Source: an optimization exercise on an open RTL-to-GDS flow (aim: small area, a short achievable clock period and few clock cycles). Production flows keep margins and buffers that such runs may drop. Where RTL was checked, it was by simulation tests only, not by an equivalence proof against the original. Function not checked in run 1: the RTL went through the layout flow alone. Power is estimated from default activity; no workload was simulated.

--- flow/run.sh ---
#!/bin/bash
# synth_recipe.tcl (not shown) runs the flow's synth.tcl, then flattens the netlist and writes it again
# the make line also repeats each setting of config.mk as NAME=value (left out here)
make -C /OpenROAD-flow-scripts/flow DESIGN_CONFIG=/design/flow/config.mk WORK_HOME=/design/flow/orfs CLKGATE_MAP_FILE= SYNTH_SCRIPT=/design/flow/synth_recipe.tcl finish
--- flow/config.mk ---
export PLATFORM = sky130hd
export DESIGN_NAME = lidar_scan_packet_deframer
export DESIGN_NICKNAME = lidar_scan_packet_deframer
export VERILOG_FILES = /design/flow/design.v
export SDC_FILE = /design/flow/constraint.sdc
export NUM_CORES = 4
export LEC_CHECK = 0
export ABC_CLOCK_PERIOD_IN_PS = 2000
export CAP_MARGIN = 20
export CORE_MARGIN = 2
export CORE_UTILIZATION = 30
export CTS_CLUSTER_DIAMETER = 100
export CTS_CLUSTER_SIZE = 30
export PLACE_DENSITY = 0.4
export SETUP_SLACK_MARGIN = 2.3
export SLEW_MARGIN = 20
--- flow/constraint.sdc ---
create_clock -name core_clock -period 4.5 [get_ports {clk}]
set_input_delay 0.9000 -clock core_clock [delete_from_list [all_inputs] [get_ports {clk}]]
set_output_delay 0.9000 -clock core_clock [all_outputs]
set_load 0.01 [all_outputs]
--- flow/design.v ---
package lspd_pkg;
  localparam int MAX_SAMPLES = 40;
  localparam int CNT_W       = 7;
  localparam int SAMPLE_AW   = (MAX_SAMPLES > 1) ? $clog2(MAX_SAMPLES) : 1;
  localparam int NUM_W       = 6;
  localparam logic [7:0]       HDR0_BYTE      = 8'hAA;
  localparam logic [7:0]       HDR1_BYTE      = 8'h55;
  localparam logic [7:0]       TYPE_MAX       = 8'h01;
  localparam logic [7:0]       ZERO_PKT_COUNT = 8'h01;
  localparam logic [15:0]      XOR_SEED       = 16'h55AA;
  localparam logic [CNT_W-1:0] LIMIT_RESET    = CNT_W'(40);
  localparam logic [CNT_W-1:0] MAX_LIMIT      = CNT_W'(MAX_SAMPLES);
  localparam logic [7:0]       TALLY_SAT      = 8'd254;
  localparam logic [7:0]       TALLY_NEVER    = 8'd255;
  typedef enum logic [2:0] {
    ST_SAMPLE     = 3'd0,
    ST_BAD_HEADER = 3'd1,
    ST_BAD_TYPE   = 3'd2,
    ST_ZERO_COUNT = 3'd3,
    ST_BAD_COUNT  = 3'd4,
    ST_ANGLE_BIT  = 3'd5,
    ST_CHECKSUM   = 3'd6
  } status_t;
  typedef struct packed {
    logic    hold;
    logic    xor_word;
    logic    set_count;
    logic    set_first;
    logic    set_final;
    logic    store;
    logic    restart;
    logic    err_load;
    status_t err_code;
    logic    good;
    logic    drain_read;
    logic    drain_load;
  } ctrl_cmd_t;
  typedef struct packed {
    logic is_hdr0;
    logic is_hdr1;
    logic type_ok;
    logic angle_lsb;
    logic kind_bad;
    logic range_bad;
    logic last_sample;
    logic xor_ok;
    logic drain_last;
    logic out_busy;
  } dp_status_t;
endpackage
import lspd_pkg::*;
module lspd_regs
(
  input  logic             clk,
  input  logic             rst,
  input  logic             psel,
  input  logic             penable,
  input  logic             pwrite,
  input  logic [2:0]       paddr,
  input  logic [31:0]      pwdata,
  output logic [31:0]      prdata,
  output logic             pready,
  output logic [lspd_pkg::CNT_W-1:0] sample_limit,
  output logic [5:0]       count_max      
);
  localparam logic REG_SAMPLE_LIMIT = 1'b0;
  logic wr_en;
  assign pready = 1'b1;
  assign wr_en  = psel && penable && pwrite && pready && (paddr[2] == REG_SAMPLE_LIMIT);
  always_ff @(posedge clk) begin
    if (rst) begin
      sample_limit <= LIMIT_RESET;
      count_max    <= 6'd40;
    end else if (wr_en) begin
      sample_limit <= pwdata[CNT_W-1:0];
      count_max    <= (pwdata[CNT_W-1:0] > MAX_LIMIT) ? 6'd40 : pwdata[5:0];
    end
  end
  always_comb begin
    prdata = '0;
    if (paddr[2] == REG_SAMPLE_LIMIT) begin
      prdata = {{(32-CNT_W){1'b0}}, sample_limit};
    end
  end
endmodule
import lspd_pkg::*;
module lidar_scan_packet_deframer
(
  input  logic        clk,
  input  logic        rst,
  input  logic        s_tvalid,
  output logic        s_tready,
  input  logic [7:0]  s_tdata,
  output logic        m_tvalid,
  input  logic        m_tready,
  output logic [63:0] m_tdata,
  output logic [2:0]  m_tuser,
  output logic        m_tlast,
  input  logic        psel,
  input  logic        penable,
  input  logic        pwrite,
  input  logic [2:0]  paddr,
  input  logic [31:0] pwdata,
  output logic [31:0] prdata,
  output logic        pready
);
  localparam int DEPTH = 40;
  logic [CNT_W-1:0] sample_limit;
  lspd_regs u_regs (
    .clk          (clk),
    .rst          (rst),
    .psel         (psel),
    .penable      (penable),
    .pwrite       (pwrite),
    .paddr        (paddr),
    .pwdata       (pwdata),
    .prdata       (prdata),
    .pready       (pready),
    .sample_limit (sample_limit),
    .count_max    (cmax)
  );
  function automatic logic [5:0] inc40(input logic [5:0] p);
    inc40 = (p == 6'd39) ? 6'd0 : p + 6'd1;
  endfunction
  localparam int S_HDR0 = 0, S_HDR1 = 1, S_TYPE = 2, S_COUNT = 3, S_SA_LO = 4,
                 S_SA_HI = 5, S_EA_LO = 6, S_EA_HI = 7, S_CK_LO = 8, S_CK_HI = 9,
                 S_SMP_LO = 10, S_SMP_HI = 11, S_CKERR = 12;
  localparam logic [12:0] ST_HUNT = 13'd1;
  logic       rdy;
  logic       h_v;
  logic [7:0] h_b;
  logic       h_aa, h_55, h_le1, h_eq1, h_cok, h_hiok;
  logic       accept;
  logic       go;
  logic       stall;
  logic [5:0] cmax;
  logic [12:0] st, st_nx;
  logic [15:0] xsum;
  assign s_tready = rdy;
  assign accept   = s_tvalid && rdy;
  assign go       = h_v && !stall;
  always_ff @(posedge clk) begin
    if (rst) begin
      h_v <= 1'b0;
    end else if (!h_v || go) begin
      h_v <= accept;
    end
  end
  always_ff @(posedge clk) begin
    if (!h_v || go) begin
      h_b    <= s_tdata;
      h_aa   <= (s_tdata == 8'hAA);
      h_55   <= (s_tdata == 8'h55);
      h_le1  <= (s_tdata[7:1] == 7'd0);
      h_eq1  <= (s_tdata == 8'h01);
      h_cok  <= (s_tdata != 8'd0) && (s_tdata[7:6] == 2'b00) && (s_tdata[5:0] <= cmax);
      h_hiok <= (s_tdata == xsum[15:8]);
    end
  end
  logic [7:0]  held;
  logic [5:0]  p_c;        
  logic        p_t;
  logic [14:0] p_sa, p_ea;
  logic [5:0]  rem;        
  logic        lo_ok;      
  logic [15:0] word;
  logic        err;
  logic [2:0]  code;
  logic        last;       
  logic        good;
  logic        ckerr;
  logic [15:0] mem [0:DEPTH-1];
  logic [5:0]  wp, cp, rd;
  logic [5:0]  used;       
  logic        nz;         
  logic        cm_pend;    
  logic [5:0]  pp_start;   
  logic        ld;         
  logic        cm_pend_nx;
  logic        rd_first;   
  assign word  = {h_b, held};
  assign stall = full || (st[S_COUNT] && cm_pend) || st[S_CKERR];
  logic cnt_bad;
  assign cnt_bad = (held[0] && !h_eq1) || !h_cok;
  assign err = (st[S_HDR0] && !h_aa) || (st[S_HDR1] && !h_55) ||
               (st[S_TYPE] && !h_le1) || (st[S_COUNT] && cnt_bad) ||
               ((st[S_SA_LO] || st[S_EA_LO]) && !h_b[0]);
  assign good  = st[S_SMP_HI] && last && lo_ok && h_hiok;
  assign ckerr = st[S_SMP_HI] && last && !(lo_ok && h_hiok);
  always_comb begin
    code = 3'd5;
    if (st[S_HDR0] || st[S_HDR1]) code = 3'd1;
    if (st[S_TYPE]) code = 3'd2;
    if (st[S_COUNT]) code = (held[0] && !h_eq1) ? 3'd3 : 3'd4;
    if (st[S_CKERR]) code = 3'd6;
  end
  always_comb begin
    st_nx = '0;
    st_nx[S_HDR0]   = err || good;
    st_nx[S_HDR1]   = st[S_HDR0] && h_aa;
    st_nx[S_TYPE]   = st[S_HDR1] && h_55;
    st_nx[S_COUNT]  = st[S_TYPE] && h_le1;
    st_nx[S_SA_LO]  = st[S_COUNT] && !cnt_bad;
    st_nx[S_SA_HI]  = st[S_SA_LO] && h_b[0];
    st_nx[S_EA_LO]  = st[S_SA_HI];
    st_nx[S_EA_HI]  = st[S_EA_LO] && h_b[0];
    st_nx[S_CK_LO]  = st[S_EA_HI];
    st_nx[S_CK_HI]  = st[S_CK_LO];
    st_nx[S_SMP_LO] = st[S_CK_HI] || (st[S_SMP_HI] && !last);
    st_nx[S_SMP_HI] = st[S_SMP_LO];
    st_nx[S_CKERR]  = ckerr;
  end
  logic        cm1;        
  logic        full;       
  logic [15:0] wdata;
  assign cm1   = (go && err) || st[S_CKERR];
  assign wdata = st[S_SMP_HI] ? word : {13'd0, code};
  always_ff @(posedge clk) begin
    if (rst) begin
      st  <= ST_HUNT;
      rdy <= 1'b1;
    end else begin
      if (st[S_CKERR]) st <= ST_HUNT;
      else if (go) st <= st_nx;
      rdy <= !(((h_v && !go) || accept) &&
               ((go ? st_nx[S_COUNT] : st[S_COUNT]) && cm_pend_nx ||
                (go && ckerr) || full_nx));
    end
  end
  always_ff @(posedge clk) begin
    if (go) begin
      held <= h_b;
      if (st[S_HDR0]) xsum <= XOR_SEED;
      if (st[S_COUNT] || st[S_SA_HI] || st[S_EA_HI] || st[S_CK_HI] || st[S_SMP_HI])
        xsum <= xsum ^ word;
      if (st[S_COUNT]) begin
        p_c <= h_b[5:0];
        p_t <= held[0];
        rem  <= h_b[5:0];
        last <= (h_b[5:0] == 6'd1);
      end
      if (st[S_SMP_HI]) begin
        rem  <= rem - 6'd1;
        last <= (rem == 6'd2);
      end
      if (st[S_SA_HI]) p_sa <= word[15:1];
      if (st[S_EA_HI]) p_ea <= word[15:1];
      if (st[S_SMP_LO]) lo_ok <= (h_b == xsum[7:0]);
    end
  end
  logic       smp_go, cm_any, cfull;
  logic [5:0] uc0, uc1, ub, rd_nx, cp_nx;
  assign smp_go = go && st[S_SMP_HI];
  assign cm_any = cm1 || (smp_go && good);
  logic [5:0] rd_p1;
  logic       rd_eq_cp, rd1_eq_cp;
  assign rd_p1     = inc40(rd);
  assign rd_nx     = ld ? rd_p1 : rd;
  assign rd_eq_cp  = (rd == cp);
  assign rd1_eq_cp = (rd_p1 == cp);
  assign cp_nx  = cm_any ? inc40(wp) : cp;
  logic u_inc, full_nx;
  assign u_inc   = (go && err) || (smp_go && !ckerr);
  assign full_nx = ld ? (u_inc && full) :
                   st[S_CKERR] ? (ub == 6'd39) : u_inc ? (used == 6'd39) : full;
  always_comb begin
    if (st[S_CKERR]) begin
      uc0 = ub + 6'd1;     uc1 = ub;
    end else if (u_inc) begin
      uc0 = used + 6'd1;   uc1 = used;
    end else begin
      uc0 = used;          uc1 = used - 6'd1;
    end
  end
  always_ff @(posedge clk) begin
    if (rst) begin
      wp    <= '0;
      cp    <= '0;
      used  <= '0;
      full  <= 1'b0;
      nz    <= 1'b0;
      cfull <= 1'b0;
    end else begin
      used  <= ld ? uc1 : uc0;
      full  <= full_nx;
      cp    <= cp_nx;
      nz    <= cm_any || (ld ? !rd1_eq_cp : (cfull || !rd_eq_cp));
      cfull <= cm_any ? (ld ? (wp == rd) : (inc40(wp) == rd)) : (cfull && !ld);
      if (cm1) begin
        wp <= inc40(wp);
      end else if (smp_go && ckerr) begin
        wp <= cp;
      end else if (smp_go) begin
        wp <= inc40(wp);
      end
    end
  end
  logic [5:0] ub0, ub1;
  assign ub1 = used - p_c;
  assign ub0 = ub1 + 6'd1;
  always_ff @(posedge clk) begin
    if (smp_go && ckerr) ub <= ld ? ub1 : ub0;
  end
  always_ff @(posedge clk) begin
    if (!full) mem[wp] <= wdata;
    if (go && good) pp_start <= cp;
  end
  logic        pkt_act;    
  logic [5:0]  r_left;     
  logic [14:0] d_sa, d_ea;
  logic        d_t;
  logic [2:0]  out_code;
  logic [15:0] out_dist;
  logic [5:0]  out_i;
  logic        out_last;
  logic [7:0]  ftally;
  logic        rd_smp, rd_last;
  logic [15:0] rd_word;
  assign ld       = nz && (!m_tvalid || m_tready);
  logic pkt_act_nx, at_start_nx;
  assign pkt_act_nx  = (ld && rd_smp) ? !rd_last : pkt_act;
  assign cm_pend_nx  = (go && good) || (cm_pend && !(ld && rd_first));
  assign at_start_nx = (go && good) ? (ld ? rd1_eq_cp : rd_eq_cp)
                                    : (ld ? (rd_p1 == pp_start) : (rd == pp_start));
  assign rd_smp   = pkt_act || rd_first;
  assign rd_last  = pkt_act ? (r_left == 6'd1) : (p_c == 6'd1);
  logic [9:0] rd_g;
  logic [3:0] rd_s;
  logic [15:0] grp_word [0:9];
  always_comb begin
    for (int g = 0; g < 10; g++) begin
      grp_word[g] = '0;
      for (int k = 0; k < 4; k++) grp_word[g] = grp_word[g] | (mem[4*g+k] & {16{rd_s[k]}});
    end
    rd_word = '0;
    for (int g = 0; g < 10; g++) rd_word = rd_word | (grp_word[g] & {16{rd_g[g]}});
  end
  always_ff @(posedge clk) begin
    if (rst) begin
      rd       <= '0;
      rd_g     <= 10'd1;
      rd_s     <= 4'd1;
      cm_pend  <= 1'b0;
      pkt_act  <= 1'b0;
      rd_first <= 1'b0;
      m_tvalid <= 1'b0;
      ftally   <= 8'd255;
    end else begin
      if (ld) begin
        rd       <= rd_p1;
        rd_s     <= {rd_s[2:0], rd_s[3]};
        if (rd_s[3]) rd_g <= {rd_g[8:0], rd_g[9]};
        m_tvalid <= 1'b1;
        if (rd_smp) begin
          pkt_act <= pkt_act_nx;
          ftally  <= 8'd0;
        end else if (ftally < 8'd254) begin
          ftally  <= ftally + 8'd1;
        end
      end else if (m_tready) begin
        m_tvalid <= 1'b0;
      end
      cm_pend  <= cm_pend_nx;
      rd_first <= cm_pend_nx && !pkt_act_nx && at_start_nx;
    end
  end
  always_ff @(posedge clk) begin
    if (ld) begin
      if (rd_smp) r_left <= (pkt_act ? r_left : p_c) - 6'd1;
      if (rd_first) begin
        d_sa <= p_sa;
        d_ea <= p_ea;
        d_t  <= p_t;
      end else if (!rd_smp) begin
        d_sa <= '0;
        d_ea <= '0;
        d_t  <= 1'b0;
      end
      out_code <= rd_smp ? 3'd0 : rd_word[2:0];
      out_dist <= {rd_word[15:3], rd_smp ? rd_word[2:0] : 3'd0};
      out_i    <= pkt_act ? out_i + 6'd1 : 6'd0;
      out_last <= !rd_smp || rd_last;
    end
  end
  assign m_tdata = {3'b000, ftally, d_t, d_ea, d_sa, out_i, out_dist};
  assign m_tuser = out_code;
  assign m_tlast = out_last;
endmodule
==> results.ini, run 1 <==
[timing]
max_slew.worst_pin.slew_ns = 1.15
clock_skew_ns = 0.0567
hold_viol_final = 0
max_freq_mhz = 446
rsz0062_at_grt = yes
setup_viol = 0
timing.setup.tns_ns = 0
period_share_pct = 49.9
relSlewSlack_pct = 23.5
fin_ws_ns = 2.26
fin_hold_ws_ns = 0.464
finalMaxSlewViolations = 0
fin_crit_ns = 2.24

[place]
place_hpwl_um = 61400
dp_cells = 3926
gp_congestion = 0.799
io_buffers = 96
pre_cts_ws_ns = 0.959

[finish]
num-nets-final = 2649
regArea_mm2 = 0.0257
final_layout_size_suffix_gt1_share_pct = 20.9
fillCellCount = 10900
stdcell_count = 4117
areaGrowthSynthToFinish_pct = 19.3
multi_input_area_mm2 = 0.00921

[global_routing]
grt_usage_pct = 18.2
grt_max_degree = 53
antenna_found_initial = 2
grt-ovfl-total = 0
grt_pass1_vias = 20400
grt_pass1_wl_um = 153000

[pwr]
peakVddDrop_v = 0.000211
p_leak_nw = 14.3
p_total_mw = 16.2
power_density_mw_per_mm2 = 391

[worst_setup_path]
r2r_slack_ns = 2.26
crit_path_max_incr_delay_ns = 0.38
r2r_start = rd_s[2]$_SDFFE_PP0P_
critPathRequiredTime_ns = 4.86
worstPathArrival_ns = 2.60
endpoint_kind = flop
cp.depth = 8
cp_cell_sequence = buf_12 > buf_6 > a22oi_2 > nand2_2 > a22o_4 > a221oi_4 > and3_4 > nor2_1
crit_path_top_delay_cell = dfxtp_4
critical_path.startpoint_type = flop
path_buf_inv = 2
r2r_cells = 8
r2r_end = out_dist[2]$_SDFFCE_PP0P_
crit_fanout = 6
cp_top_family = compound AO/OA/AOI/OAI gates
worstSetupPathType = flop to flop

[worst_hold_path]
hold_path_end = st[9]$_SDFFE_PP0N_
hp-class = flop to flop
hold_depth = 2
min_from = st[8]$_SDFFE_PP0N_

[synth]
async_flop_share_pct = 0
synthDistinctLibCells = 76
synth.avg_cell_area_um2 = 14.6
ys.flop_type = edfxtp_1
synth_cells = 2382
synth-seq-cells = 879
yosysSeqAreaShare_pct = 73.8
syn_area_mm2 = 0.0347
synth_warnings = 3
synth_edf_count = 798

[cts]
cts_made_buffers = 40
cts-root-buf = clkbuf_16
cts_sinks = 879
clk_pin_slew_worst_paths_ns = 0.12
htree_levels = 2
cts_buffer_depth = 3
clk_latency_ns = 0.66
tritoncts = yes

[routing]
drt-pass1-iter-count = 6
vias = 21000
ant_nets = 0
vias_per_cell = 5.11
drt-initial-drc-count = 1787
drt_wl_total_um = 110000
wl_per_cell_um = 26.8
drc = 0

[run]
maxCapViolations = 0

[die]
ios = 153
num_rows = 124
dieHeight_um = 344
core_region_area_mm2 = 0.115
die_area_mm2 = 0.118
start_util_pct = 30.3
die_w_um = 344

[run_status]
status = timing/DRC/antenna clean

## layer usage
| metal | vias up | global-route usage [%] | part of all wire, % |
|---|---|---|---|
| met3 | 83 | 1.91 | 4.3 |
| met4 | 0 | 3.58 | 1.8 |
| li1 | 9444 | - | - |
| met5 | - | 0 | 0 |
| met2 | 501 | 30.0 | 48 |
| met1 | 11000 | 26.1 | 46 |
## worst max path at each step
stage | startpoint | endpoint | slack [ns]
4_1_cts | u_regs.sample_limit[2]$_SDFFE_PP0P_ | prdata[2] | 2.15
2_1_floorplan | m_tready | d_ea[0]$_SDFFCE_PN0P_ | 2.17
3_3_place_gp | m_tready | rd_first$_SDFF_PP0_ | 1.01
5_1_grt | rd_s[2]$_SDFFE_PP0P_ | out_dist[2]$_SDFFCE_PP0P_ | 2.15
3_5_place_dp | m_tready | rd_first$_SDFF_PP0_ | 0.96
6_report | rd_s[2]$_SDFFE_PP0P_ | out_dist[2]$_SDFFCE_PP0P_ | 2.26
## layout make-up
| cell class | count | share of cell area (%) |
|---|---|---|
| diodes | 2 | 0.0121 |
| inverters | 42 | 0.460 |
| clock inverters | 20 | 0.599 |
| clock buffers | 50 | 2.64 |
| multi-input cells | 1320 | 22.3 |
| repair inverters | 2 | 0.0333 |
| flip-flops and latches | 879 | 62.0 |
| repair buffers | 290 | 7.43 |
| well taps | 1512 | 4.57 |
## where the power goes
group / total (mW) / internal (mW) / leakage [nW] / switching, mW
Clock: 4.62 / 1.90 / 0.641 / 2.72
Combinational: 2.34 / 0.924 / 5.15 / 1.41
Sequential: 9.21 / 9.06 / 8.50 / 0.153
Total: 16.2 / 11.9 / 14.3 / 4.29
## synth_stat cells, types with 10 or more instances
| cell | number | share of area, % |
|---|---|---|
| edfxtp_1 | 798 | 69 |
| nand2_1 | 269 | 2.9 |
| and2_1 | 54 | 0.97 |
| inv_1 | 41 | 0.44 |
| ha_1 | 23 | 0.83 |
| nand3_1 | 33 | 0.48 |
| nor2b_1 | 19 | 0.34 |
| a221oi_1 | 20 | 0.51 |
| buf_2 | 21 | 0.30 |
| nand4_1 | 25 | 0.45 |
| and3_1 | 10 | 0.18 |
| nor3_1 | 17 | 0.25 |
| o21ai_0 | 29 | 0.42 |
| buf_1 | 27 | 0.29 |
| a22oi_1 | 367 | 7.9 |
| buf_4 | 30 | 0.65 |
| xor2_1 | 21 | 0.53 |
| dfxtp_1 | 81 | 4.7 |
| clkbuf_1 | 91 | 0.98 |
| a22o_1 | 19 | 0.48 |
| a21oi_1 | 67 | 0.97 |
| mux2i_1 | 18 | 0.52 |
| xnor2_1 | 69 | 1.7 |
| nor4_1 | 10 | 0.18 |
| nor2_1 | 113 | 1.2 |
## kinds of logic after synthesis
| logic type | count (synthesis) | synth area share (%) |
|---|---|---|
| mux | 22 | 0.649 |
| fa+ha+maj | 24 | 0.887 |
| simple gates | 595 | 7.98 |
| xor+xnor | 92 | 2.37 |
| flops | 879 | 73.8 |
| buf+inv | 213 | 2.75 |
| compound gates | 555 | 11.6 |
| other cells | 2 | 0.0217 |
## registers in the layout (all words and copies together), names as in the netlist, 10 cells and up
signal and count:
mem 640, out_dist 16, xsum 16, d_ea 15
d_sa 15, p_ea 15, p_sa 15, st 13
rd_g 10
## timing repair
action,CTS,global route
gates cloned,19,4
pin swaps,42,54
hold buffers,0,0
setup buffers,65,29
setup endpoints to repair,457,244
endpoints found under the hold margin,0,0
resized for setup,469,113
## tightest hold or removal path, delay by kind of cell (launching register included)
family | cells | cell delay (ns)
simple gates | 1 | 0.05
flops | 1 | 0.32
compound gates | 1 | 0.05
## placed cells by master, fill, tap and decap left out, types with 15 or more instances in the layout
cell type        synthesis  final
edfxtp_1               798    798
a22oi_1                367    319
nand2_1                269    259
buf_4                   30    127
nor2_1                 113    102
xnor2_1                 69     66
a21oi_1                 67     61
buf_2                   21     57
a22oi_2                  0     48
dfxtp_1                 81     46
clkbuf_16                0     46
and2_1                  54     44
inv_1                   41     36
nand3_1                 33     30
conb_1                   2     29
nand4_1                 25     25
o21ai_0                 29     23
ha_1                    23     21
dfxtp_2                  0     21
xor2_1                  21     20
buf_12                   0     20
buf_6                    2     18
buf_16                   0     17
nor3_1                  17     16
clkdlybuf4s50_1          0     16
mux2i_1                 18     15
## per-stage QoR
| stage | utilization, % | cell area [um2] |
|---|---|---|
| 5_1_grt | 36.1 | 41400 |
| 2_1_floorplan | - | 34900 |
| 4_1_cts | 35.4 | 40600 |
| 6_report | 36.1 | 41400 |
| 3_3_place_gp | 32.8 | 37600 |
| 3_5_place_dp | 32.8 | 37600 |
==> inputs of run 2 (changes only) <==
--- a/flow/design.v
+++ b/flow/design.v
@@ -326,14 +326,14 @@
   assign rd_last  = pkt_act ? (r_left == 6'd1) : (p_c == 6'd1);
   logic [9:0] rd_g;
   logic [3:0] rd_s;
-  logic [15:0] grp_word [0:9];
+  logic [15:0] sub_word [0:3];
   always_comb begin
-    for (int g = 0; g < 10; g++) begin
-      grp_word[g] = '0;
-      for (int k = 0; k < 4; k++) grp_word[g] = grp_word[g] | (mem[4*g+k] & {16{rd_s[k]}});
+    for (int k = 0; k < 4; k++) begin
+      sub_word[k] = '0;
+      for (int g = 0; g < 10; g++) sub_word[k] = sub_word[k] | (mem[4*g+k] & {16{rd_g[g]}});
     end
     rd_word = '0;
-    for (int g = 0; g < 10; g++) rd_word = rd_word | (grp_word[g] & {16{rd_g[g]}});
+    for (int k = 0; k < 4; k++) rd_word = rd_word | (sub_word[k] & {16{rd_s[k]}});
   end
   always_ff @(posedge clk) begin
     if (rst) begin
--- a/flow/config.mk
+++ b/flow/config.mk
@@ -11,6 +11,6 @@
 export CORE_UTILIZATION = 30
 export CTS_CLUSTER_DIAMETER = 100
 export CTS_CLUSTER_SIZE = 30
-export PLACE_DENSITY = 0.4
+export PLACE_DENSITY = 0.5
 export SETUP_SLACK_MARGIN = 2.3
 export SLEW_MARGIN = 20
==> run 2 against run 1 <==
Net effect: global-route usage down 2.0 points; wire length down 10%; largest power group unchanged; worst hold slack got worse by 0.0018 ns; largest cell class unchanged; power decreased by 7.9%; still clean on timing, DRC and antenna; register-to-register slack better by 0.04 ns; clock-buffer cell count is 1 lower; via count is 1.1% lower; area after synthesis fell by 1.0%; critical path depth shrank 6; clock skew increased by 0.00078 ns; clock power is 6.5% lower; non-clock buffer count is 37 lower.
==> results.ini, run 2 <==
[timing]
rsz0062_at_grt = yes
relSlewSlack_pct = 46.2  ; +23 points
fin_crit_ns = 2.22  ; -0.0286 ns
finalMaxSlewViolations = 0  ; unchanged
setup_viol = 0  ; unchanged
period_share_pct = 49.2  ; -0.64 points
hold_viol_final = 0  ; unchanged
clock_skew_ns = 0.0575  ; +0.000776 ns
fin_ws_ns = 2.28  ; +0.0286 ns
max_slew.worst_pin.slew_ns = 0.807  ; -0.340 ns
max_freq_mhz = 451  ; +1.3%
timing.setup.tns_ns = 0  ; unchanged

[synth]
synth_top_area_share_pct = 69.8  ; +0.72 points
synth-seq-cells = 879  ; unchanged
synth_adder_area_share_pct = 0.897  ; +0.0092 points
yosysSeqAreaShare_pct = 74.5  ; +0.77 points
synth_common_cells = 798 x edfxtp_1, 228 x a22oi_1, 135 x nand2_1, 116 x nor2_1, 98 x clkbuf_1
synthTopCellsByArea = edfxtp_1 70%, a22oi_1 5.0%, dfxtp_1 4.7%
synth_warnings = 3  ; unchanged
ys.flop_type = edfxtp_1
synthMuxAreaShare_pct = 0.576  ; -0.073 points
synth-simple-area-share_pct = 7.51  ; -0.47 points
synth_compound_area_share_pct = 11.4  ; -0.19 points
synth_edf_count = 798  ; unchanged
synth_top_cell_by_area = edfxtp_1
synth_top_family_by_area = compound AO/OA/AOI/OAI gates
syn_area_mm2 = 0.0343  ; -1.0%
async_flop_share_pct = 0  ; unchanged
yosys.cell_count.top_type = edfxtp_1
synth_cells = 2270  ; -4.7%
synthDistinctLibCells = 79  ; +3.9%
synth.avg_cell_area_um2 = 15.1  ; +3.9%
synth_xor_area_share_pct = 2.25  ; -0.12 points

[place]
gp_congestion = 0.813  ; +1.8%
pre_cts_ws_ns = 1.23  ; +0.273 ns
io_buffers = 96  ; unchanged
place_hpwl_um = 55400  ; -9.7%

[cts]
tritoncts = yes
cts_buffer_depth = 3  ; unchanged
clk_pin_slew_worst_paths_ns = 0.11  ; about the same
cts_made_buffers = 38  ; -5.0%
hold_buffers = 0  ; unchanged
cts-root-buf = clkbuf_16
clk_latency_ns = 0.65  ; about the same
cts_sinks = 879  ; unchanged
htree_levels = 2  ; unchanged

[finish]
final_layout_size_suffix_gt1_share_pct = 17.3  ; -3.6 points
n_antenna_cell = 0  ; -2
areaGrowthSynthToFinish_pct = 15.7
fillCellCount = 10900  ; -0.018%
num-nets-final = 2502  ; -5.5%
mostFrequentLayoutCells = 798 x edfxtp_1, 216 x a22oi_1, 131 x nand2_1
final_common_cell = edfxtp_1
top_regs = mem: 640 flops, out_dist: 16 flops, xsum: 16 flops
largest_reg_flops = 640  ; unchanged
top_register = mem

[run_status]
status = timing/DRC/antenna clean

[global_routing]
grt_pass1_wl_um = 141000  ; -8.4%
grt_max_degree = 65  ; +23%
grt_pass1_vias = 20600  ; +0.95%
grt_usage_pct = 16.2  ; -2.0 points
grt-ovfl-total = 0  ; unchanged
antenna_found_initial = 2  ; unchanged

[routing]
dr_wl_met3_um = 6050  ; +27%
ant_nets = 0  ; unchanged
drc = 0  ; unchanged
vias_per_cell = 5.25  ; +2.8%
drt-pass1-iter-count = 5  ; -1
drt_wl_total_um = 99200  ; -10%
vias = 20800  ; -1.1%
met2_length_um = 48000  ; -8.8%
m1WireLength_um = 42300  ; -17%
drt-initial-drc-count = 1934  ; +8.2%
wl_per_cell_um = 25.1  ; -6.6%
highest_layer = met5

[pwr]
pwr-share-seq_pct = 61.9  ; +4.9 points
p_int_mw = 11.3  ; -5.0%
peakVddDrop_v = 0.000305  ; +44%
power_density_mw_per_mm2 = 375  ; -4.1%
comb_power_share_pct = 9.0  ; -5.5 points
p_leak_nw = 12.9  ; -9.5%
p_sw_share_pct = 24.2  ; -2.3 points
power.switching_mw = 3.60  ; -16%
power.share.clock_pct = 29.0  ; +0.4 points

[die]
ios = 153  ; unchanged
num_rows = 124  ; unchanged
die_w_um = 342  ; -0.51%
dieHeight_um = 342  ; -0.51%
core_region_area_mm2 = 0.114  ; -0.54%
start_util_pct = 30.1  ; -0.15 points
die_area_mm2 = 0.117  ; -1.0%

[worst_setup_path]
crit_fanout = 2  ; -4
worstSetupStartpoint = out_i[4]$_SDFFCE_PN0P_
critical_path.startpoint_type = flop
critPathRequiredTime_ns = 3.60  ; -1.26 ns
r2r_start = wp[4]$_SDFFE_PP0P_
worstPathArrival_ns = 1.32  ; -1.28 ns
endpoint_kind = output port
r2r_end = mem[20][6]$_DFFE_PP_
r2r_cells = 4  ; -4
worstSetupPathType = flop to output port
r2r_slack_ns = 2.30  ; +0.04 ns

[worst_hold_path]
min_from = st[8]$_SDFFE_PP0N_
hold_depth = 2  ; unchanged
hold_path_end = st[9]$_SDFFE_PP0N_
hp-class = flop to flop

[run]
maxCapViolations = 0  ; unchanged

run 2: cell count changes after synthesis, sizes merged, moves of 5 or more:
cell	delta
nor3	+5
nand4	+51
a22oi	-139
clkbuf	+11
buf	-16
a221oi	+46
a21oi	+11
inv	+8
a22o	+46
nand2	-134
run 2: critical path, cell delays in order, from the launching register on:
cell and delay [ns]:
edfxtp_1 0.40, buf_6 0.15, buf_6 0.12
run 2: cells by family after synthesis:
group / Yosys count
flip-flops: 879
other: 2
AND/OR/NAND/NOR: 513
adder cells (fa/ha/maj): 24
multiplexers: 18
buffers and inverters: 215
XOR/XNOR: 88
AO/OA/AOI/OAI: 531
run 2: metal layers:
metal | vias up | GRT usage [%]
li1 | 9104 | -
met1 | 10800 | 21.9
met2 | 719 | 27.0
met3 | 139 | 2.34
met4 | 2 | 4.62
met5 | - | 0
run 2: how the worst max path moves through the flow:
stage | to | slack (ns)
2_1_floorplan | d_ea[0]$_SDFFCE_PN0P_ | 2.08
3_3_place_gp | d_sa[6]$_SDFFCE_PN0P_ | 1.30
3_5_place_dp | d_sa[2]$_SDFFCE_PN0P_ | 1.23
4_1_cts | prdata[0] | 2.17
5_1_grt | m_tdata[20] | 2.22
6_report | m_tdata[20] | 2.28
run 2: final cells by class:
| type | count | area (um2) | area share, % |
|---|---|---|---|
| sequential | 879 | 25700 | 64.7 |
| multi-input combinational | 1205 | 8390 | 21.1 |
| timing repair buffer | 253 | 2330 | 5.86 |
| tap | 1512 | 1890 | 4.76 |
| clock buffer | 49 | 1010 | 2.55 |
| inverter | 49 | 218 | 0.548 |
| clock inverter | 10 | 174 | 0.438 |
| timing repair inverter | 2 | 16.3 | 0.0410 |
run 2: through the flow:
stage	hold slack, ns	std cells	power [mW]	util (%)	instance area (um2)
6_report	0.462	3959	14.9	34.9	39700
5_1_grt	0.483	3959	15.4	34.9	39700
4_1_cts	0.465	3931	15.0	34.4	39100
3_5_place_dp	0.448	3821	10.6	32.8	37300
3_3_place_gp	0.438	3821	10.6	32.8	37300
2_1_floorplan	0.406	2297	10.1	-	34600
run 2: power by group through the flow:
stage	clock network (mW)	logic (mW)	registers, mW
finish	4.32	1.35	9.22
detailed placement	0	1.21	9.43
CTS	4.44	1.30	9.22
global placement	0	1.19	9.42
floorplan	0	0.725	9.38
global route	4.68	1.46	9.24
run 2: timing repair:
item / in CTS / in global routing
resized for setup: 358 / 70
pin swaps: 18 / 16
endpoints found under the setup margin: 454 / 203
buffers inserted: 47 / 26
cloned: 4 / 2
Testbench counts of run 2, summed over its fixed seeds: cycles 18,635.
==> inputs of run 3 (changes only) <==
--- a/flow/config.mk
+++ b/flow/config.mk
@@ -11,6 +11,5 @@
 export CORE_UTILIZATION = 30
 export CTS_CLUSTER_DIAMETER = 100
 export CTS_CLUSTER_SIZE = 30
-export PLACE_DENSITY = 0.5
-export SETUP_SLACK_MARGIN = 2.3
+export SETUP_SLACK_MARGIN = 2.25
 export SLEW_MARGIN = 20
==> run 3 against run 2 <==
Net effect: critical path type is now flop to flop; via count fell by 2.4%; sequential share of layout area rose by 0.79 points; still clean on timing, DRC and antenna; sequential power barely moved; highest routed layer is now met4; clock skew fell by 0.022 ns; power fell by 1.1%; clock-buffer cell count fell by 3; combinational power fell by 5%.
==> results.ini, run 3 <==
[run_status]
status = timing/DRC/antenna clean

[synth]
syn_area_mm2 = 0.0343  ; unchanged
synth_edf_count = 798  ; unchanged
yosysSeqAreaShare_pct = 74.5  ; unchanged
synth.avg_cell_area_um2 = 15.1  ; unchanged
synthDistinctLibCells = 79  ; unchanged
synth_common_cells = 798 x edfxtp_1, 228 x a22oi_1, 135 x nand2_1, 116 x nor2_1, 98 x clkbuf_1
synth-seq-cells = 879  ; unchanged
synth_top_cell_by_area = edfxtp_1
synth_warnings = 3  ; unchanged
synth_top_area_share_pct = 69.8  ; unchanged
synth_cells = 2270  ; unchanged
async_flop_share_pct = 0  ; unchanged
yosys.cell_count.top_type = edfxtp_1
synthTopCellsByArea = edfxtp_1 70%, a22oi_1 5.0%, dfxtp_1 4.7%
ys.flop_type = edfxtp_1

[place]
pre_cts_ws_ns = 1.13  ; -0.0984 ns
placed_area_mm2 = 0.0373  ; -0.12%
dp_cells = 3816  ; -0.13%
gp_congestion = 0.792  ; -2.6%
place_hpwl_um = 51600  ; -6.8%
io_buffers = 96  ; unchanged

[worst_setup_path]
critical_path.startpoint_type = flop
cp_top_family = compound AO/OA/AOI/OAI gates
crit_path_max_incr_delay_ns = 0.53  ; +0.13 ns
worstSetupPathType = flop to flop
endpoint_kind = flop
critPathRequiredTime_ns = 4.86  ; +1.26 ns
path_buf_inv = 0  ; -2
cp_cell_sequence = a22o_1 > a221oi_1 > nand4_1 > a22oi_1 > nand2_1
crit_path_top_delay_cell = dfxtp_4
crit_fanout = 24  ; +22
worstPathArrival_ns = 2.59  ; +1.27 ns

[finish]
fillCellCount = 10900  ; -0.15%
top_register = mem
largest_reg_flops = 640  ; unchanged
regArea_mm2 = 0.0257  ; about the same
mostFrequentLayoutCells = 798 x edfxtp_1, 216 x a22oi_1, 134 x nand2_1
final_layout_size_suffix_gt1_share_pct = 13.3  ; -4.1 points
stdcell_count = 3926  ; -0.83%
final_common_cell = edfxtp_1
num-nets-final = 2468  ; -1.4%
multi_input_area_mm2 = 0.00830  ; -1.0%
areaGrowthSynthToFinish_pct = 14.2
top_regs = mem: 640 flops, out_dist: 16 flops, xsum: 16 flops
fin_area_mm2 = 0.0392  ; -1.3%

[die]
core_region_area_mm2 = 0.114  ; unchanged
num_rows = 124  ; unchanged
ios = 153  ; unchanged
die_w_um = 342  ; unchanged
die_area_mm2 = 0.117  ; unchanged
start_util_pct = 30.1  ; unchanged
dieHeight_um = 342  ; unchanged

[timing]
fin_ws_ns = 2.28  ; -0.00746 ns
hold_viol_final = 0  ; unchanged
fin_crit_ns = 2.22  ; +0.00746 ns
clock_skew_ns = 0.0352  ; -0.0222 ns
finalMaxSlewViolations = 0  ; unchanged
period_share_pct = 49.4  ; +0.17 points
relSlewSlack_pct = 24.9  ; -21 points
setup_viol = 0  ; unchanged
max_slew.worst_pin.slew_ns = 1.12  ; +0.317 ns
max_freq_mhz = 450  ; -0.34%
rsz0062_at_grt = yes
timing.setup.tns_ns = 0  ; unchanged

[cts]
cts_sinks = 879  ; unchanged
cts-root-buf = clkbuf_16
clk_latency_ns = 0.62  ; -0.03 ns
tritoncts = yes
htree_levels = 2  ; unchanged
cts_buffer_depth = 3  ; unchanged
hold_buffers = 0  ; unchanged
cts_made_buffers = 38  ; unchanged
clk_pin_slew_worst_paths_ns = 0.12  ; about the same

[routing]
drt_wl_total_um = 92200  ; -7.1%
ant_nets = 0  ; unchanged
drc = 0  ; unchanged
drt-pass1-iter-count = 5  ; unchanged
vias_per_cell = 5.17  ; -1.6%
wl_per_cell_um = 23.5  ; -6.3%
drt-initial-drc-count = 2310  ; +19%
vias = 20300  ; -2.4%

[global_routing]
grt_pass1_vias = 19700  ; -4.7%
grt-ovfl-total = 0  ; unchanged
grt_max_degree = 45  ; -31%
grt_usage_pct = 15.1  ; -1.1 points
antenna_found_initial = 3  ; +1
grt_pass1_wl_um = 132000  ; -5.7%

[pwr]
peakVddDrop_v = 0.000271  ; -11%
p_total_mw = 14.7  ; -1.1%
power_density_mw_per_mm2 = 375  ; +0.16%
p_leak_nw = 12.7  ; -2.1%

[worst_hold_path]
hp-class = flop to flop

[run]
maxCapViolations = 0  ; unchanged

-- run 3: worst register-to-register path: stages, from the launching register on --
cell and delay, ns:
dfxtp_4 0.53, a22o_1 0.30, a221oi_1 0.26, nand4_1 0.27, a22oi_1 0.50, nand2_1 0.12
-- run 3: worst paths after layout --
path                   startpoint               endpoint  slack (ns)  cells past startpoint
min            st[8]$_SDFFE_PP0N_     st[9]$_SDFFE_PP0N_        0.46                      2
max          rd_g[5]$_SDFFE_PP0P_  out_dist[4]$_DFFE_PP_        2.28                      5
min reg2reg    st[8]$_SDFFE_PP0N_     st[9]$_SDFFE_PP0N_        0.46                      2
max reg2reg  rd_g[5]$_SDFFE_PP0P_  out_dist[4]$_DFFE_PP_        2.28                      5
-- run 3: what timing repair did --
| action | in CTS | in global routing |
|---|---|---|
| setup buffers | 20 | 26 |
| pin swaps | 8 | 11 |
| cloned | 2 | 2 |
| endpoints found under the setup margin | 460 | 165 |
| gates resized for setup | 187 | 57 |
-- run 3: per-stage QoR --
stage | hold WS (ns) | utilization [%]
after floorplan | 0.406 | -
after global placement | 0.445 | 32.7
after detailed placement | 0.448 | 32.7
after CTS | 0.465 | 34.0
after global routing | 0.470 | 34.4
final | 0.463 | 34.4
-- run 3: layout make-up --
class / instances / area share [%]
Sequential cell: 879 / 65.5
Timing Repair Buffer: 219 / 4.94
Clock inverter: 12 / 0.440
Inverter: 49 / 0.565
Antenna cell: 2 / 0.0128
Clock buffer: 46 / 2.50
Tap cell: 1512 / 4.83
Multi-Input combinational cell: 1205 / 21.2
Timing Repair inverter: 2 / 0.0702
-- run 3: power by group --
| group | internal [mW] | switching, mW | total, mW |
|---|---|---|---|
| clock | 1.65 | 2.57 | 4.22 |
| sequential | 9.05 | 0.170 | 9.22 |
| combinational | 0.516 | 0.763 | 1.28 |
| total | 11.2 | 3.50 | 14.7 |
-- run 3: cells by family (layout without fill, tap and decap cells) --
family,Yosys count,after routing,share of synthesized area [%]
flops,879,879,74.5
compound gates,531,532,11.4
simple gates,513,514,7.51
buf+inv,215,328,2.84
xor+xnor,88,88,2.25
fa+ha+maj,24,24,0.897
mux,18,18,0.576
other cells,2,31,0.0219
-- run 3: layer usage --
metal / wire length [um] / share of wire (%) / global-route usage (%)
met1: 39600 / 43 / 20.6
met2: 43900 / 48 / 25.1
met3: 6620 / 7.2 / 2.32
met4: 2030 / 2.2 / 3.72
met5: 0 / 0 / 0
==> inputs of run 4 (changes only) <==
--- a/flow/config.mk
+++ b/flow/config.mk
@@ -5,11 +5,11 @@
 export SDC_FILE = /design/flow/constraint.sdc
 export NUM_CORES = 4
 export LEC_CHECK = 0
-export ABC_CLOCK_PERIOD_IN_PS = 2000
+export ABC_CLOCK_PERIOD_IN_PS = 3000
 export CAP_MARGIN = 20
 export CORE_MARGIN = 2
 export CORE_UTILIZATION = 30
 export CTS_CLUSTER_DIAMETER = 100
 export CTS_CLUSTER_SIZE = 30
-export SETUP_SLACK_MARGIN = 2.25
+export SETUP_SLACK_MARGIN = 2.3
 export SLEW_MARGIN = 20
==> run 4 against run 3 <==
Net effect: combinational power hardly changed; largest power group unchanged; register-to-register slack gained 0.05 ns; wire length rose by 2.4%; sequential share of layout area fell by 0.62 points; highest routed layer unchanged; critical path type is now flop to output port; cell area is 0.99% higher.
==> results.ini, run 4 <==
[synth]
synth_top_area_share_pct = 69.8  ; unchanged
synth-seq-cells = 879  ; unchanged
synth.avg_cell_area_um2 = 15.1  ; unchanged
yosys.cell_count.top_type = edfxtp_1
synthDistinctLibCells = 79  ; unchanged
ys.flop_type = edfxtp_1
synth_top_cell_by_area = edfxtp_1
synthTopCellsByArea = edfxtp_1 70%, a22oi_1 5.0%, dfxtp_1 4.7%
syn_area_mm2 = 0.0343  ; unchanged
async_flop_share_pct = 0  ; unchanged
synth_cells = 2270  ; unchanged
synth_warnings = 3  ; unchanged
yosysSeqAreaShare_pct = 74.5  ; unchanged
synth_edf_count = 798  ; unchanged
synth_common_cells = 798 x edfxtp_1, 228 x a22oi_1, 135 x nand2_1, 116 x nor2_1, 98 x clkbuf_1

[worst_setup_path]
crit_path_top_delay_cell = edfxtp_1
crit_fanout = 2  ; -92%
cp_top_family = flip-flops
path_buf_inv = 1  ; +1
cp_cell_sequence = buf_6
crit_path_max_incr_delay_ns = 0.51  ; -0.02 ns
worstPathArrival_ns = 1.30  ; -1.29 ns
critPathRequiredTime_ns = 3.60  ; -1.26 ns
worstSetupPathType = flop to output port
endpoint_kind = output port
critical_path.startpoint_type = flop

[finish]
regArea_mm2 = 0.0257  ; about the same
fin_area_mm2 = 0.0396  ; +0.99%
top_regs = mem: 640 flops, out_dist: 16 flops, xsum: 16 flops
num-nets-final = 2479  ; +0.45%
final_layout_size_suffix_gt1_share_pct = 15.7  ; +2.4 points
fillCellCount = 10900  ; -0.40%
mostFrequentLayoutCells = 798 x edfxtp_1, 213 x a22oi_1, 134 x nand2_1
final_common_cell = edfxtp_1
multi_input_area_mm2 = 0.00841  ; +1.4%
fin_util_pct = 34.8  ; +0.34 points
top_register = mem
areaGrowthSynthToFinish_pct = 15.3
largest_reg_flops = 640  ; unchanged

[place]
io_buffers = 96  ; unchanged
place_hpwl_um = 50100  ; -2.9%
gp_congestion = 0.767  ; -3.2%
placed_area_mm2 = 0.0372  ; -0.12%
pre_cts_ws_ns = 1.18  ; +0.0413 ns

[cts]
cts_buffer_depth = 3  ; unchanged
hold_buffers = 0  ; unchanged
htree_levels = 2  ; unchanged
cts-root-buf = clkbuf_16
cts_made_buffers = 37  ; -2.6%
clk_latency_ns = 0.64  ; +0.02 ns
tritoncts = yes
clk_pin_slew_worst_paths_ns = 0.12  ; about the same
cts_sinks = 879  ; unchanged

[routing]
drt_wl_total_um = 94400  ; +2.4%
drt-pass1-iter-count = 5  ; unchanged
wl_per_cell_um = 24.0  ; +2.0%
vias = 20500  ; +0.98%
drt-initial-drc-count = 2188  ; -5.3%
ant_nets = 0  ; unchanged
vias_per_cell = 5.20  ; +0.64%
drc = 0  ; unchanged

[timing]
relSlewSlack_pct = 17.2  ; -7.7 points
finalMaxSlewViolations = 0  ; unchanged
rsz0062_at_grt = yes
max_slew.worst_pin.slew_ns = 1.24  ; +0.117 ns
fin_crit_ns = 2.20  ; -0.0235 ns
fin_ws_ns = 2.30  ; +0.0235 ns
timing.setup.tns_ns = 0  ; unchanged
period_share_pct = 48.9  ; -0.52 points
hold_viol_final = 0  ; unchanged
clock_skew_ns = 0.0422  ; +0.00696 ns
setup_viol = 0  ; unchanged
max_freq_mhz = 455  ; +1.1%

[global_routing]
grt_pass1_wl_um = 136000  ; +2.4%
antenna_found_initial = 4  ; +1
grt_pass1_vias = 19800  ; +0.77%
grt-ovfl-total = 0  ; unchanged
grt_usage_pct = 15.6  ; +0.51 points
grt_max_degree = 41  ; -8.9%

[pwr]
p_leak_nw = 12.8  ; +0.98%
p_total_mw = 14.8  ; +0.26%
power_density_mw_per_mm2 = 373  ; -0.72%
peakVddDrop_v = 0.000300  ; +11%

[die]
ios = 153  ; unchanged
core_region_area_mm2 = 0.114  ; unchanged
start_util_pct = 30.1  ; unchanged
die_w_um = 342  ; unchanged
die_area_mm2 = 0.117  ; unchanged
dieHeight_um = 342  ; unchanged
num_rows = 124  ; unchanged

[worst_hold_path]
hp-class = flop to flop

[run]
maxCapViolations = 0  ; unchanged

[run_status]
status = timing/DRC/antenna clean

run 4: cell counts after synthesis:
No cell type changed its count.
run 4: path summary, 6_finish.rpt:
| check | slack (ns) | cells past startpoint | start | endpoint |
|---|---|---|---|---|
| worst max register to register | 2.33 | 4 | wp[4]$_SDFFE_PP0P_ | mem[20][2]$_DFFE_PP_ |
| worst max-delay path | 2.30 | 1 | out_i[4]$_SDFFCE_PN0P_ | m_tdata[20] |
| worst min register to register | 0.46 | 2 | st[8]$_SDFFE_PP0N_ | st[9]$_SDFFE_PP0N_ |
| worst min-delay path | 0.46 | 2 | st[8]$_SDFFE_PP0N_ | st[9]$_SDFFE_PP0N_ |
run 4: final cells by class:
class / count / area share (%)
clock buffers: 51 / 2.60
repair inverters: 2 / 0.0632
well taps: 1512 / 4.78
diodes: 1 / 0.00632
flip-flops and latches: 879 / 64.8
inverters: 49 / 0.534
clock inverters: 9 / 0.322
repair buffers: 230 / 5.59
multi-input cells: 1206 / 21.3
run 4: tightest hold or removal path: stages, from the launching register on:
cell and delay (ns):
dfxtp_1 0.33, nand2_1 0.05, a21oi_1 0.05
run 4: report_power, final:
part / leakage (nW) / internal (mW) / switching, mW / total (mW)
sequential: 8.26 / 9.05 / 0.177 / 9.23
clock: 0.561 / 1.69 / 2.56 / 4.25
combinational: 3.96 / 0.513 / 0.763 / 1.28
total: 12.8 / 11.3 / 3.50 / 14.8
run 4: metal layers:
metal,share of wire [%],vias up,global-route usage [%]
li1,-,9072,-
met1,43,10500,21.6
met2,47,777,25.4
met3,7.0,111,2.29
met4,2.7,0,4.56
met5,0,-,0
run 4: repair_timing:
item,in CTS,in global routing
setup endpoints to repair,523,317
cloned,5,1
pin swaps,24,27
buffers inserted,39,29
gates resized for setup,298,63
run 4: logic make-up (layout without fill, tap and decap cells):
logic type                 after synthesis  in the layout  share of synthesized area, %
DFF                                    879            879                          74.5
AOI/OAI and AO/OA                      531            533                          11.4
buffers and inverters                  215            341                          2.84
xor gates and xnor gates                88             88                          2.25
and+or+nand+nor                        513            514                          7.51
other                                    2             30                        0.0219
muxes                                   18             18                         0.576
adders and majority gates               24             24                         0.897
run 4: metrics by stage:
stage | hold WS, ns | std cells
after floorplan | 0.406 | 2297
after global placement | 0.445 | 3803
after detailed placement | 0.449 | 3804
after CTS | 0.466 | 3908
after global routing | 0.488 | 3939
final | 0.461 | 3939
==> inputs of run 5 (changes only) <==
--- a/flow/config.mk
+++ b/flow/config.mk
@@ -5,7 +5,7 @@
 export SDC_FILE = /design/flow/constraint.sdc
 export NUM_CORES = 4
 export LEC_CHECK = 0
-export ABC_CLOCK_PERIOD_IN_PS = 3000
+export ABC_CLOCK_PERIOD_IN_PS = 1800
 export CAP_MARGIN = 20
 export CORE_MARGIN = 2
 export CORE_UTILIZATION = 30
==> run 5 against run 4 <==
Net effect: clock skew unchanged; cell area unchanged; maximum frequency unchanged; critical path type unchanged; combinational power about the same; critical path depth unchanged; worst setup slack unchanged; largest power group unchanged; wire length unchanged; sequential cell count unchanged; non-clock buffer count unchanged; register-to-register slack about the same; sequential power about the same; clock power about the same.
==> results.ini, run 5 <==
[timing]
finalMaxSlewViolations = 0  ; unchanged
rsz0062_at_grt = yes
clock_skew_ns = 0.0422  ; unchanged
relSlewSlack_pct = 17.2  ; unchanged
hold_viol_final = 0  ; unchanged
fin_ws_ns = 2.30  ; unchanged
timing.setup.tns_ns = 0  ; unchanged
setup_viol = 0  ; unchanged
max_freq_mhz = 455  ; unchanged
fin_hold_ws_ns = 0.461  ; unchanged
period_share_pct = 48.9  ; unchanged
max_slew.worst_pin.slew_ns = 1.24  ; unchanged
fin_crit_ns = 2.20  ; unchanged

[worst_setup_path]
cp_top_family = flip-flops
worstSetupPathType = flop to output port
critical_path.startpoint_type = flop
cp_cell_sequence = buf_6
path_buf_inv = 1  ; unchanged
endpoint_kind = output port
critPathRequiredTime_ns = 3.60  ; about the same
crit_path_top_delay_cell = edfxtp_1
r2r_start = wp[4]$_SDFFE_PP0P_
worstSetupStartpoint = out_i[4]$_SDFFCE_PN0P_
crit_fanout = 2  ; unchanged
worstPathArrival_ns = 1.30  ; about the same
crit_path_max_incr_delay_ns = 0.51  ; about the same

[synth]
synthDistinctLibCells = 79  ; unchanged
yosysSeqAreaShare_pct = 74.5  ; unchanged
yosys.cell_count.top_type = edfxtp_1
synth.avg_cell_area_um2 = 15.1  ; unchanged
synth_edf_count = 798  ; unchanged
synth_cells = 2270  ; unchanged
synthTopCellsByArea = edfxtp_1 70%, a22oi_1 5.0%, dfxtp_1 4.7%
synth_warnings = 3  ; unchanged
ys.flop_type = edfxtp_1
syn_area_mm2 = 0.0343  ; unchanged
synth_top_area_share_pct = 69.8  ; unchanged
async_flop_share_pct = 0  ; unchanged
synth_top_cell_by_area = edfxtp_1
synth-seq-cells = 879  ; unchanged
synth_common_cells = 798 x edfxtp_1, 228 x a22oi_1, 135 x nand2_1, 116 x nor2_1, 98 x clkbuf_1

[global_routing]
grt_pass1_vias = 19800  ; unchanged
grt-ovfl-total = 0  ; unchanged
antenna_found_initial = 4  ; unchanged
met3_usage_pct = 2.29  ; unchanged
use_met2_pct = 25.4  ; unchanged
met1_usage_pct = 21.6  ; unchanged
grt_max_degree = 41  ; unchanged
grt_pass1_wl_um = 136000  ; unchanged
grt_usage_pct = 15.6  ; unchanged
grt_busiest_layer = met2

[run]
maxCapViolations = 0  ; unchanged

[cts]
clk_latency_ns = 0.64  ; about the same
cts_made_buffers = 37  ; unchanged
htree_levels = 2  ; unchanged
clk_pin_slew_worst_paths_ns = 0.12  ; about the same
tritoncts = yes
cts_buffer_depth = 3  ; unchanged
cts_sinks = 879  ; unchanged
cts-root-buf = clkbuf_16

[place]
pre_cts_ws_ns = 1.18  ; unchanged
io_buffers = 96  ; unchanged
gp_congestion = 0.767  ; unchanged
place_hpwl_um = 50100  ; unchanged

[pwr]
p_leak_nw = 12.8  ; unchanged
peakVddDrop_v = 0.000300  ; unchanged
power_density_mw_per_mm2 = 373  ; unchanged

[finish]
final_common_cell = edfxtp_1
largest_reg_flops = 640  ; unchanged
mostFrequentLayoutCells = 798 x edfxtp_1, 213 x a22oi_1, 134 x nand2_1
areaGrowthSynthToFinish_pct = 15.3  ; unchanged
fin_util_pct = 34.8  ; unchanged
top_regs = mem: 640 flops, out_dist: 16 flops, xsum: 16 flops
num-nets-final = 2479  ; unchanged
top_register = mem
final_layout_size_suffix_gt1_share_pct = 15.7  ; unchanged

[routing]
drt-pass1-iter-count = 5  ; unchanged
vias = 20500  ; unchanged
drc = 0  ; unchanged
wl_per_cell_um = 24.0  ; unchanged
drt_wl_total_um = 94400  ; unchanged
vias_per_cell = 5.20  ; unchanged
ant_nets = 0  ; unchanged
drt-initial-drc-count = 2188  ; unchanged

[worst_hold_path]
min_from = st[8]$_SDFFE_PP0N_
hp-class = flop to flop

[die]
dieHeight_um = 342  ; unchanged
ios = 153  ; unchanged
num_rows = 124  ; unchanged
die_area_mm2 = 0.117  ; unchanged
core_region_area_mm2 = 0.114  ; unchanged
die_w_um = 342  ; unchanged
start_util_pct = 30.1  ; unchanged

[run_status]
status = timing/DRC/antenna clean

-- run 5: cell counts after synthesis --
Identical to the previous run, type by type.
-- run 5: area by class of cell --
class	instances	area, um2
diodes	1	2.50
fillers	10900	74300
multi-input cells	1206	8410
well taps	1512	1890
flip-flops and latches	879	25700
repair inverters	2	25.0
repair buffers	230	2210
inverters	49	211
clock inverters	9	128
clock buffers	51	1030
-- run 5: final timing paths --
kind	endpoint	slack (ns)	depth (start not counted)
worst max-delay path	m_tdata[20]	2.30	1
worst min-delay path	st[9]$_SDFFE_PP0N_	0.46	2
worst min register to register	st[9]$_SDFFE_PP0N_	0.46	2
worst max register to register	mem[20][2]$_DFFE_PP_	2.33	4
-- run 5: cells by family (layout without fill, tap and decap cells) --
group,count (synthesis),after routing,synth area share [%]
flops,879,879,74.5
compound gates,531,533,11.4
simple gates,513,514,7.51
buf+inv,215,341,2.84
xor+xnor,88,88,2.25
fa+ha+maj,24,24,0.897
mux,18,18,0.576
other cells,2,30,0.0219
-- run 5: power breakdown --
group          leakage (nW)  internal (mW)  total (mW)  switching, mW
logic                  3.96          0.513        1.28          0.763
clock network         0.561           1.69        4.25           2.56
registers              8.26           9.05        9.23          0.177
total                  12.8           11.3        14.8           3.50
-- run 5: per-stage QoR --
stage / instance area, um2 / cells / power [mW]
global route: 39600 / 3939 / 15.2
floorplan: 34600 / 2297 / 10.1
finish: 39600 / 3939 / 14.8
detailed placement: 37200 / 3804 / 10.6
global placement: 37200 / 3803 / 10.6
CTS: 39100 / 3908 / 14.8
-- run 5: per-layer routing --
metal  vias up  wire [um]
li1       9072          -
met1     10500      40600
met2       777      44600
met3       111       6620
met4         0       2550
met5         -          0
-- run 5: what timing repair did --
| action | in CTS | in global routing |
|---|---|---|
| hold buffers | 0 | 0 |
| pin swaps | 24 | 27 |
| cloned | 5 | 1 |
| endpoints found under the setup margin | 523 | 317 |
| buffers inserted | 39 | 29 |
| resized for setup | 298 | 63 |
==> inputs of run 6 (changes only) <==
--- a/flow/config.mk
+++ b/flow/config.mk
@@ -5,7 +5,7 @@
 export SDC_FILE = /design/flow/constraint.sdc
 export NUM_CORES = 4
 export LEC_CHECK = 0
-export ABC_CLOCK_PERIOD_IN_PS = 1800
+export ABC_CLOCK_PERIOD_IN_PS = 2000
 export CAP_MARGIN = 20
 export CORE_MARGIN = 2
 export CORE_UTILIZATION = 30
@@ -13,3 +13,4 @@
 export CTS_CLUSTER_SIZE = 30
 export SETUP_SLACK_MARGIN = 2.3
 export SLEW_MARGIN = 20
+export TNS_END_PERCENT = 20
==> run 6 against run 5 <==
Net effect: sequential power about the same; die area is the same; clock skew increased by 0.0047 ns; worst hold slack improved by 0.0024 ns; global-route usage shrank 0.56 points; cell area fell by 1.6%; critical path type is now input pin to flop; critical endpoint is now h_cok$_DFFE_PN_.
==> results.ini, run 6 <==
[timing]
setup_viol = 0  ; unchanged
finalMaxSlewViolations = 0  ; unchanged
timing.setup.tns_ns = 0  ; unchanged
fin_crit_ns = 2.36  ; +0.164 ns
clock_skew_ns = 0.0469  ; +0.00471 ns
fin_ws_ns = 2.14  ; -0.164 ns
max_slew.worst_pin.slew_ns = 1.18  ; -0.0642 ns
max_freq_mhz = 423  ; -6.9%
period_share_pct = 52.5  ; +3.6 points
relSlewSlack_pct = 21.5  ; +4.3 points
rsz0062_at_grt = yes
fin_hold_ws_ns = 0.463  ; +0.00241 ns
hold_viol_final = 0  ; unchanged

[place]
gp_congestion = 0.793  ; +3.4%
pre_cts_ws_ns = 1.11  ; -0.0696 ns
dp_cells = 3818  ; +0.37%
place_hpwl_um = 51900  ; +3.5%
io_buffers = 96  ; unchanged

[finish]
num-nets-final = 2446  ; -1.3%
top_register = mem
mostFrequentLayoutCells = 798 x edfxtp_1, 223 x a22oi_1, 134 x nand2_1
stdcell_count = 3900  ; -0.99%
areaGrowthSynthToFinish_pct = 13.5
top_regs = mem: 640 flops, out_dist: 16 flops, xsum: 16 flops
final_common_cell = edfxtp_1
final_layout_size_suffix_gt1_share_pct = 12.0  ; -3.6 points
n_antenna_cell = 0  ; -1
largest_reg_flops = 640  ; unchanged

[pwr]
p_sw_share_pct = 23.1  ; -0.64 points
power_density_mw_per_mm2 = 373  ; +0.20%
p_total_mw = 14.5  ; -1.4%
power.switching_mw = 3.36  ; -4.0%
pwr-share-seq_pct = 63.5  ; +1.0 points
comb_power_share_pct = 8.6  ; about the same
power.share.clock_pct = 27.9  ; -0.9 points
peakVddDrop_v = 0.000261  ; -13%
p_leak_nw = 12.9  ; +1.0%
p_int_mw = 11.2  ; -0.55%

[cts]
cts_buffer_depth = 3  ; unchanged
cts_sinks = 879  ; unchanged
cts_made_buffers = 36  ; -2.7%
tritoncts = yes
htree_levels = 2  ; unchanged
clk_pin_slew_worst_paths_ns = 0.11  ; about the same
clk_latency_ns = 0.61  ; -0.03 ns
cts-root-buf = clkbuf_16

[worst_hold_path]
min_from = st[8]$_SDFFE_PP0N_
hold_path_end = st[9]$_SDFFE_PP0N_
hold_depth = 2  ; unchanged
hp-class = flop to flop

[global_routing]
grt-ovfl-total = 0  ; unchanged
grt_pass1_wl_um = 133000  ; -2.3%
met1_usage_pct = 21.3  ; -0.30 points
grt_pass1_vias = 19800  ; -0.25%
grt_usage_pct = 15.0  ; -0.56 points
use_met2_pct = 24.7  ; -0.71 points
met3_usage_pct = 1.90  ; -0.39 points
antenna_found_initial = 0  ; -4
grt_max_degree = 41  ; unchanged
grt_busiest_layer = met2

[worst_setup_path]
r2r_end = mem[16][7]$_DFFE_PP_
r2r_cells = 4  ; unchanged
worstSetupPathType = input pin to flop
critical_path.startpoint_type = input pin
worstPathArrival_ns = 2.75  ; +1.45 ns
endpoint_kind = flop
r2r_start = wp[4]$_SDFFE_PP0P_
crit_fanout = 5  ; +3
r2r_slack_ns = 2.16  ; -0.17 ns
critPathRequiredTime_ns = 4.89  ; +1.29 ns

[synth]
synthTopCellsByArea = edfxtp_1 70%, a22oi_1 5.0%, dfxtp_1 4.7%
synth_cells = 2270  ; unchanged
synth_edf_count = 798  ; unchanged
synth_warnings = 3  ; unchanged
synth_top_area_share_pct = 69.8  ; unchanged
synth.avg_cell_area_um2 = 15.1  ; unchanged
synth_top_cell_by_area = edfxtp_1
syn_area_mm2 = 0.0343  ; unchanged
ys.flop_type = edfxtp_1
yosys.cell_count.top_type = edfxtp_1
async_flop_share_pct = 0  ; unchanged
synth-seq-cells = 879  ; unchanged
yosysSeqAreaShare_pct = 74.5  ; unchanged
synthDistinctLibCells = 79  ; unchanged
synth_common_cells = 798 x edfxtp_1, 228 x a22oi_1, 135 x nand2_1, 116 x nor2_1, 98 x clkbuf_1

[die]
die_area_mm2 = 0.117  ; unchanged
die_w_um = 342  ; unchanged
dieHeight_um = 342  ; unchanged
num_rows = 124  ; unchanged
ios = 153  ; unchanged
start_util_pct = 30.1  ; unchanged
core_region_area_mm2 = 0.114  ; unchanged

[run]
maxCapViolations = 0  ; unchanged

[routing]
vias = 20200  ; -1.2%
wl_per_cell_um = 23.1  ; -3.6%
ant_nets = 0  ; unchanged
drt-pass1-iter-count = 6  ; +1
vias_per_cell = 5.19  ; -0.26%
drt_wl_total_um = 90100  ; -4.5%
drt-initial-drc-count = 2148  ; -1.8%
drc = 0  ; unchanged

[run_status]
status = timing/DRC/antenna clean

[run 6: cell counts after synthesis]
No cell type changed its count.
[run 6: power by group through the flow]
stage                     clock network [mW]  logic (mW)  registers, mW
after floorplan                            0       0.720           9.38
after global placement                     0        1.19           9.44
after detailed placement                   0        1.20           9.44
after CTS                               4.13        1.26           9.25
after global routing                    4.38        1.37           9.27
final                                   4.06        1.25           9.24
[run 6: cell families (layout without fill, tap and decap cells)]
family	after synthesis	in the layout	share of synthesized area [%]
buffers and inverters	215	305	2.84
other	2	29	0.0219
muxes	18	18	0.576
DFF	879	879	74.5
and+or+nand+nor	513	513	7.51
xor gates and xnor gates	88	88	2.25
adders and majority gates	24	24	0.897
AOI/OAI and AO/OA	531	532	11.4
[run 6: layout make-up]
cell class | instances | area, um2
Fill cell | 11000 | 74900
Tap cell | 1512 | 1890
Clock buffer | 48 | 998
Inverter | 49 | 206
Sequential cell | 879 | 25700
Clock inverter | 6 | 78.8
Timing Repair Buffer | 202 | 1930
Multi-Input combinational cell | 1204 | 8210
[run 6: routing by layer]
metal  share of wire [%]  vias up
met5                   0        -
met4                 1.9        0
met3                 6.6       96
met2                  48      739
met1                  44    10400
li1                    -     8985
[run 6: worst max path at each step]
stage,start,end,cells after the start
6_report,s_tdata[1],h_cok$_DFFE_PN_,8
5_1_grt,s_tdata[1],h_cok$_DFFE_PN_,8
4_1_cts,ftally[0]$_SDFFE_PP1P_,m_tdata[53],1
3_5_place_dp,m_tready,ftally[6]$_SDFFE_PP1P_,9
3_3_place_gp,m_tready,ftally[6]$_SDFFE_PP1P_,9
2_1_floorplan,wp[3]$_SDFFE_PP0P_,mem[0][0]$_DFFE_PP_,4
[run 6: metrics by stage]
| stage | util, % | cell area (um2) |
|---|---|---|
| after detailed placement | 32.7 | 37300 |
| after CTS | 34.0 | 38800 |
| after global routing | 34.2 | 39000 |
| after global placement | 32.7 | 37200 |
| final | 34.2 | 39000 |
| after floorplan | - | 34500 |
[run 6: what timing repair did]
action | CTS | global route
hold buffers | 0 | 0
buffers inserted | 22 | 5
endpoints found under the setup margin | 441 | 366
pin swaps | 12 | 6
resized for setup | 140 | 68
cloned | 1 | 0
[run 6: worst max-delay path: stages]
cell	delay (ns)
clkdlybuf4s50_1	0.52
ha_1	0.35
nor2b_1	0.13
o21ai_0	0.15
nand2b_1	0.07
a21oi_1	0.14
o21ai_0	0.11
a2111oi_1	0.38

static timing again, ports no longer ideal:
Ports are ideal in the flow. The routed layouts listed here were re-timed in OpenROAD.
Step 1, drivers: a clkbuf_16 drives clk and a buf_2 each remaining input, both assumed.
Step 2 moves the port delays by t, midway between the first and last clock arrival at a register: inputs arrive t later, outputs are due t later. That takes back most of the time a late clock gives input paths.
a / b / c = no drivers / after step 1 / after step 2; a / b = the first two.
run | t, ns | slack for setup (ns) | latest minus earliest clock arrival (ns) | worst register clock-pin slew, ns | pins driven straight from the clock port
run 1 | 0.704 | 2.256 / 2.256 / 1.682 | 0.057 / 0.058 | 0.12 / 0.12 | 1
run 2 | 0.688 | 2.284 / 2.218 / 1.717 | 0.060 / 0.060 | 0.12 / 0.12 | 1
run 3 | 0.671 | 2.277 / 2.225 / 1.736 | 0.045 / 0.045 | 0.12 / 0.12 | 1
run 4 | 0.677 | 2.300 / 2.240 / 1.679 | 0.044 / 0.045 | 0.12 / 0.12 | 1
run 5 | 0.677 | 2.300 / 2.240 / 1.679 | 0.044 / 0.045 | 0.12 / 0.12 | 1
run 6 | 0.653 | 2.136 / 2.071 / 1.501 | 0.052 / 0.052 | 0.12 / 0.12 | 1
After both steps setup and hold are still met in every run listed. The setup slack of run 6, which loses most, moves by -0.065 ns with the drivers and by -0.635 ns with both steps.
